This design comes from an exercise in tuning for small area and a short achievable clock period on the open sky130 flow, not from production work. In this exercise RTL edits were held to simulation tests only and were not proved equivalent to the original. Power and IR drop assume default switching activity.

==> flow/design.v <==
package bps_pkg;
  localparam int RankBits    = 15;
  localparam int StepBits    = 17;
  localparam int BlockBits   = 16;
  localparam int LogBits     = 4;
  localparam int CfgIdxBits  = 1;
  localparam int CfgDataBits = 16;
endpackage
module bps_mod_a (
  input  logic [16:0] s,
  output logic [3:0]  u15,
  output logic [6:0]  t63,
  output logic [6:0]  z13,
  output logic [6:0]  y11
);
  logic [3:0] x1, y1, x2, y2, x3, y3, m1, m2, m3;
  logic [4:0] t15;
  logic [5:0] x6, y6, m6;
  logic [7:0] y13;
  always_comb begin
    x1 = s[3:0] ^ s[7:4] ^ s[11:8];
    m1 = (s[3:0] & s[7:4]) | (s[3:0] & s[11:8]) | (s[7:4] & s[11:8]);
    y1 = {m1[2:0], m1[3]};
    x2 = x1 ^ y1 ^ s[15:12];
    m2 = (x1 & y1) | (x1 & s[15:12]) | (y1 & s[15:12]);
    y2 = {m2[2:0], m2[3]};
    x3 = x2 ^ y2 ^ {3'b0, s[16]};
    m3 = (x2 & y2) | (x2 & {3'b0, s[16]}) | (y2 & {3'b0, s[16]});
    y3 = {m3[2:0], m3[3]};
    t15 = {1'b0, x3} + {1'b0, y3};
    u15 = t15[3:0] + {3'b0, t15[4]};
    x6 = s[5:0] ^ s[11:6] ^ {1'b0, s[16:12]};
    m6 = (s[5:0] & s[11:6]) | (s[5:0] & {1'b0, s[16:12]}) | (s[11:6] & {1'b0, s[16:12]});
    y6 = {m6[4:0], m6[5]};
    t63 = {1'b0, x6} + {1'b0, y6};
    y13 = {2'b0, s[5:0]} + {3'b0, s[16:12]} + {2'b0, ~s[11:6]};
    z13 = {1'b0, y13[5:0]} + {5'b0, ~y13[7:6]} + 7'd12;
    y11 = {2'b0, s[4:0]} + {2'b0, s[14:10]} + {2'b0, ~s[9:5]} + {5'b0, ~s[16:15]};
  end
endmodule
module bps_mod_b (
  input  logic [2:0] s_lo,
  input  logic [3:0] l,
  input  logic [3:0] u15,
  input  logic [6:0] t63,
  input  logic [6:0] z13,
  input  logic [6:0] y11,
  output logic [3:0] si
);
  logic [3:0] r15, r13, r11, r9;
  logic [2:0] r7, r5, a7, b7;
  logic [1:0] r3;
  logic [5:0] c13;
  logic [4:0] c11, d9;
  logic [5:0] z11;
  logic [3:0] e7;
  always_comb begin
    r15 = (u15 == 4'd15) ? 4'd0 : u15;
    case (r15)
      4'd0, 4'd3, 4'd6, 4'd9, 4'd12:   r3 = 2'd0;
      4'd1, 4'd4, 4'd7, 4'd10, 4'd13:  r3 = 2'd1;
      default:                         r3 = 2'd2;
    endcase
    case (r15)
      4'd0, 4'd5, 4'd10:  r5 = 3'd0;
      4'd1, 4'd6, 4'd11:  r5 = 3'd1;
      4'd2, 4'd7, 4'd12:  r5 = 3'd2;
      4'd3, 4'd8, 4'd13:  r5 = 3'd3;
      default:            r5 = 3'd4;
    endcase
    e7 = {1'b0, t63[2:0]} + {1'b0, t63[5:3]} + {3'b0, t63[6]};
    a7 = e7[2:0] + {2'b0, e7[3]};
    r7 = (a7 == 3'd7) ? 3'd0 : a7;
    d9 = {2'b0, t63[2:0]} + {4'b0, t63[6]} - {2'b0, t63[5:3]};
    r9 = d9[4] ? d9[3:0] + 4'd9 : ((d9[3:0] == 4'd9) ? 4'd0 : d9[3:0]);
    z11 = {1'b0, y11[4:0]} + {4'b0, ~y11[6:5]} + 6'd7;
    c13 = (z13 >= 7'd52) ? 6'(z13 - 7'd52) : z13[5:0];
    c13 = (c13 >= 6'd26) ? 6'(c13 - 6'd26) : c13;
    r13 = (c13 >= 6'd13) ? 4'(c13 - 6'd13) : c13[3:0];
    c11 = (z11 >= 6'd22) ? 5'(z11 - 6'd22) : z11[4:0];
    r11 = (c11 >= 5'd11) ? 4'(c11 - 5'd11) : c11[3:0];
    case (l)
      4'd2:    si = {3'b0, s_lo[0]};
      4'd3:    si = {2'b0, r3};
      4'd4:    si = {2'b0, s_lo[1:0]};
      4'd5:    si = {1'b0, r5};
      4'd6:    si = {2'b0, r3} + ((r3[0] ^ s_lo[0]) ? 4'd3 : 4'd0);
      4'd7:    si = {1'b0, r7};
      4'd8:    si = {1'b0, s_lo};
      4'd9:    si = r9;
      4'd10:   si = {1'b0, r5} + ((r5[0] ^ s_lo[0]) ? 4'd5 : 4'd0);
      4'd11:   si = r11;
      4'd12:   si = {2'b0, r3} + 4'd3 * {2'b0, 2'(2'd3 * (s_lo[1:0] - r3))};
      4'd13:   si = r13;
      4'd14:   si = {1'b0, r7} + ((r7[0] ^ s_lo[0]) ? 4'd7 : 4'd0);
      4'd15:   si = r15;
      default: si = 4'd0;
    endcase
  end
endmodule
module binomial_pipeline_schedule (
  input  logic                              clk_i,
  input  logic                              rst_ni,
  input  logic                              start_i,
  output logic                              busy_o,
  input  logic                              req_type_i,
  input  logic [bps_pkg::RankBits-1:0]      rank_i,
  input  logic [bps_pkg::StepBits-1:0]      step_i,
  input  logic                              cfg_we_i,
  input  logic [bps_pkg::CfgIdxBits-1:0]    cfg_idx_i,
  input  logic [bps_pkg::CfgDataBits-1:0]   cfg_wdata_i,
  output logic                              valid_o,
  output logic                              transfer_valid_o,
  output logic [bps_pkg::RankBits-1:0]      peer_rank_o,
  output logic [bps_pkg::BlockBits-1:0]     block_index_o,
  output logic [bps_pkg::StepBits-1:0]      forged_index_o
);
  assign busy_o = 1'b0;
  logic [3:0]  lx_q;
  logic [15:0] bx_q;
  logic        zb_q;
  always_ff @(posedge clk_i or negedge rst_ni) begin
    if (!rst_ni) begin
      lx_q <= 4'd0;
      bx_q <= 16'd0;
      zb_q <= 1'b0;
    end else if (cfg_we_i) begin
      if (cfg_idx_i == 1'b0) begin
        lx_q <= (cfg_wdata_i[3:0] == 4'd0) ? 4'd0 : cfg_wdata_i[3:0] ^ 4'd1;
      end else begin
        bx_q <= cfg_wdata_i ^ 16'd1;
        zb_q <= (cfg_wdata_i == 16'd0);
      end
    end
  end
  logic [3:0]  l_q;
  logic [15:0] b_q;
  logic        zb;
  logic [15:0] last;
  assign l_q  = lx_q ^ 4'd1;
  assign b_q  = bx_q ^ 16'd1;
  assign zb   = zb_q;
  assign last = zb ? 16'd0 : b_q - 16'd1;
  logic v1_q, v2_q, v3_q, v4_q, v5_q;
  always_ff @(posedge clk_i or negedge rst_ni) begin
    if (!rst_ni) begin
      v1_q    <= 1'b0;
      v2_q    <= 1'b0;
      v3_q    <= 1'b0;
      v4_q    <= 1'b0;
      v5_q    <= 1'b0;
      valid_o <= 1'b0;
    end else begin
      v1_q    <= start_i;
      v2_q    <= v1_q;
      v3_q    <= v2_q;
      v4_q    <= v3_q;
      v5_q    <= v4_q;
      valid_o <= v5_q;
    end
  end
  logic        req1_q, req2_q, req3_q;
  logic [14:0] rank1_q, rank2_q, rank3_q;
  logic [16:0] s1_q, s2_q, s3_q, s4_q;
  logic [3:0]  u15_d, u15_q;
  logic [6:0]  t63_d, t63_q, z13_d, z13_q;
  logic [6:0]  y11_d, y11_q;
  logic [3:0]  si3_d, si3_q, si4_q;
  bps_mod_a u_mod_a (
    .s   (s1_q),
    .u15 (u15_d),
    .t63 (t63_d),
    .z13 (z13_d),
    .y11 (y11_d)
  );
  bps_mod_b u_mod_b (
    .s_lo (s2_q[2:0]),
    .l    (l_q),
    .u15  (u15_q),
    .t63  (t63_q),
    .z13  (z13_q),
    .y11  (y11_q),
    .si   (si3_d)
  );
  always_ff @(posedge clk_i) begin
    req1_q  <= req_type_i;
    rank1_q <= rank_i;
    s1_q    <= step_i;
    req2_q  <= req1_q;
    rank2_q <= rank1_q;
    s2_q    <= s1_q;
    u15_q   <= u15_d;
    t63_q   <= t63_d;
    z13_q   <= z13_d;
    y11_q   <= y11_d;
    req3_q  <= req2_q;
    rank3_q <= rank2_q;
    s3_q    <= s2_q;
    si3_q   <= si3_d;
  end
  logic [14:0] onehot, above, below, other;
  logic        rot0, any_a, any_b;
  logic [3:0]  pa, pb;
  always_comb begin
    onehot = 15'd1 << si3_q;
    above  = '0;
    below  = '0;
    for (int j = 0; j < 15; j++) begin
      above[j] = rank3_q[j] && (4'(j) > si3_q);
      below[j] = rank3_q[j] && (4'(j) < si3_q);
    end
    other = rank3_q ^ onehot;
    rot0  = rank3_q[si3_q] ^ !req3_q;
    any_a = |above;
    any_b = |below;
    pa = 4'd0;
    for (int j = 14; j >= 0; j--) if (above[j]) pa = 4'(j);
    pb = 4'd0;
    for (int j = 14; j >= 0; j--) if (below[j]) pb = 4'(j);
  end
  logic        rot04_q, any_a4_q, any_b4_q;
  logic [3:0]  pa4_q, pb4_q;
  logic [14:0] peer4_q;
  always_ff @(posedge clk_i) begin
    rot04_q  <= rot0;
    any_a4_q <= any_a;
    any_b4_q <= any_b;
    pa4_q    <= pa;
    pb4_q    <= pb;
    peer4_q  <= other;
    si4_q    <= si3_q;
    s4_q     <= s3_q;
  end
  logic [4:0]  x, m, wrapx;
  logic [3:0]  idx, idxp, first, gc;
  logic        recv_nz, kill;
  logic [17:0] g, sl;
  always_comb begin
    x       = any_b4_q ? {1'b0, pb4_q} : {1'b0, si4_q};
    wrapx   = x + {1'b0, l_q};
    m       = (any_a4_q && ({1'b0, pa4_q} < wrapx)) ? {1'b0, pa4_q} : wrapx;
    idx     = 4'(m - {1'b0, si4_q});
    idxp    = rot04_q ? idx : 4'd0;
    first   = any_b4_q ? pb4_q : (rot04_q ? si4_q : pa4_q);
    recv_nz = rot04_q || any_a4_q || any_b4_q;
    g       = {2'b0, b_q} + {14'b0, l_q} + {1'b1, ~s4_q};
    kill    = g[17] || (g[16:0] == '0);
    gc      = (g[16:4] != '0) ? 4'd15 : g[3:0];
    sl      = {1'b0, s4_q} - {14'b0, l_q};
  end
  logic        pre5_q;
  logic [14:0] peer5_q;
  logic [3:0]  idxp5_q, gc5_q, first5_q;
  logic [17:0] sl5_q;
  always_ff @(posedge clk_i) begin
    pre5_q   <= recv_nz && !kill;
    peer5_q  <= peer4_q;
    idxp5_q  <= idxp;
    gc5_q    <= gc;
    first5_q <= first;
    sl5_q    <= sl;
  end
  logic [17:0] f, fd;
  logic [4:0]  d;
  logic        ok, clamp, eq;
  logic [15:0] blk, forged;
  always_comb begin
    f      = sl5_q + {14'b0, idxp5_q};
    d      = {1'b0, first5_q} - {1'b0, idxp5_q};
    fd     = {{13{d[4]}}, d};
    ok     = pre5_q && !f[17];
    clamp  = {1'b0, idxp5_q} > {1'b0, gc5_q} + {4'b0, zb};
    eq     = (sl5_q == fd);
    blk    = clamp ? last : f[15:0];
    forged = (clamp && !eq) ? last : f[15:0];
  end
  always_ff @(posedge clk_i) begin
    transfer_valid_o <= ok;
    peer_rank_o      <= ok ? peer5_q : '0;
    block_index_o    <= ok ? blk : '0;
    forged_index_o   <= {1'b0, ok ? forged : 16'd0};
  end
endmodule
==> flow/config.mk <==
export PLATFORM = sky130hd
export DESIGN_NAME = binomial_pipeline_schedule
export DESIGN_NICKNAME = binomial_pipeline_schedule
export VERILOG_FILES = /design/flow/design.v
export SDC_FILE = /design/flow/constraint.sdc
export NUM_CORES = 4
export LEC_CHECK = 0
export ABC_AREA = 1
export CAP_MARGIN = 20
export CORE_MARGIN = 2
export CORE_UTILIZATION = 40
export SETUP_SLACK_MARGIN = 4.5
export SLEW_MARGIN = 20
==> flow/constraint.sdc <==
create_clock -name core_clock -period 7.0 [get_ports {clk_i}]
set_input_delay 1.4000 -clock core_clock [delete_from_list [all_inputs] [get_ports {clk_i}]]
set_output_delay 1.4000 -clock core_clock [all_outputs]
set_load 0.01 [all_outputs]
standard.sh (not shown) runs the stock make flow with config.mk's settings and CLKGATE_MAP_FILE= SYNTH_SCRIPT=/design/flow/synth_recipe.tcl, a recipe that flattens the netlist after the stock synthesis.
==> flow/flow/run.sh <==
#!/bin/bash
# The standard ORFS layout with two changes: Yosys's adder-cell mapping is off, so that ABC
# maps the arithmetic together with the rest of the logic, and the port buffers are
# buf_2 cells. Registers and everything else as in standard.sh; each tool's output lands
# in orfs/logs, make's own output in make_finish.log.
set -euo pipefail
cd "$(dirname "$0")/.."
bash standard.sh ADDER_MAP_FILE= "BUFFER_PORTS_ARGS=-buffer_cell sky130_fd_sc_hd__buf_2" finish > make_finish.log 2>&1
Edit:
--- a/flow/design.v
+++ b/flow/design.v
@@ -119,10 +119,8 @@
   logic [3:0]  lx_q;
   logic [15:0] bx_q;
-  logic        zb_q;
   always_ff @(posedge clk_i or negedge rst_ni) begin
     if (!rst_ni) begin
       lx_q <= 4'd0;
       bx_q <= 16'd0;
-      zb_q <= 1'b0;
     end else if (cfg_we_i) begin
       if (cfg_idx_i == 1'b0) begin
@@ -130,5 +128,4 @@
       end else begin
         bx_q <= cfg_wdata_i ^ 16'd1;
-        zb_q <= (cfg_wdata_i == 16'd0);
       end
     end
@@ -140,5 +137,5 @@
   assign l_q  = lx_q ^ 4'd1;
   assign b_q  = bx_q ^ 16'd1;
-  assign zb   = zb_q;
+  assign zb   = (b_q == 16'd0);
   assign last = zb ? 16'd0 : b_q - 16'd1;
   logic v1_q, v2_q, v3_q, v4_q, v5_q;
@@ -244,6 +241,6 @@
     first   = any_b4_q ? pb4_q : (rot04_q ? si4_q : pa4_q);
     recv_nz = rot04_q || any_a4_q || any_b4_q;
-    g       = {2'b0, b_q} + {14'b0, l_q} + {1'b1, ~s4_q};
-    kill    = g[17] || (g[16:0] == '0);
+    g       = {2'b0, b_q} + {14'b0, l_q} + {1'b1, ~s4_q} + {17'b0, zb};
+    kill    = g[17] || (g[16:1] == '0 && (!g[0] || zb));
     gc      = (g[16:4] != '0) ? 4'd15 : g[3:0];
     sl      = {1'b0, s4_q} - {14'b0, l_q};
@@ -270,5 +267,5 @@
     fd     = {{13{d[4]}}, d};
     ok     = pre5_q && !f[17];
-    clamp  = {1'b0, idxp5_q} > {1'b0, gc5_q} + {4'b0, zb};
+    clamp  = idxp5_q > gc5_q;
     eq     = (sl5_q == fd);
     blk    = clamp ? last : f[15:0];
Outcome:
- The changed run ran to the end with no violations
- clock power rose by about 10%
- core utilization increases by 0.72 points
- final area increases by about 1.5%
- critical path depth increases by 18
- wire length went down by 4.8%
- die area barely changes
- non-clock buffer count rose by 22
- synthesized cell count went down by 1.5%
- clock skew rises by 0.014 ns
- hold slack loses 0.013 ns
- setup slack improves by 0.038 ns
- power goes up by about 4%
- area after synthesis barely changes
- maximum frequency came out higher by about 1.6%

==> separate check: timing with driven ports <==
The results above use ideal ports. As a check the final layouts listed here were re-extracted and re-timed, cells and wires unchanged.
Step 1 (the two cells are an assumption about what drives the block):
set clk [get_ports {clk_i}]
set_driving_cell -lib_cell sky130_fd_sc_hd__clkbuf_16 $clk
set_driving_cell -lib_cell sky130_fd_sc_hd__buf_2 [delete_from_list [all_inputs] $clk]
Step 2 moves the port delays by t, midway between the first and last clock arrival at a register: inputs arrive t later, outputs are due t later. That takes back most of the time a late clock gives input paths.
Three values: ideal, step 1, step 2; two values: the first two.
| run | shift t [ns] | setup slack, ns | hold slack, ns | clock arrival spread, ns | slew at the worst register clock pin (ns) |
|---|---|---|---|---|---|
| the first run | 0.631 | 4.515 / 4.462 / 4.378 | 0.318 / 0.318 / 0.318 | 0.013 / 0.013 | 0.07 / 0.07 |
| the second run | 0.574 | 4.553 / 4.528 / 4.360 | 0.306 / 0.306 / 0.306 | 0.028 / 0.029 | 0.06 / 0.06 |
After both steps setup and hold are still met in every run listed. For the second run, which loses most, drivers alone change the setup slack by -0.025 ns; drivers and shift together by -0.193 ns.
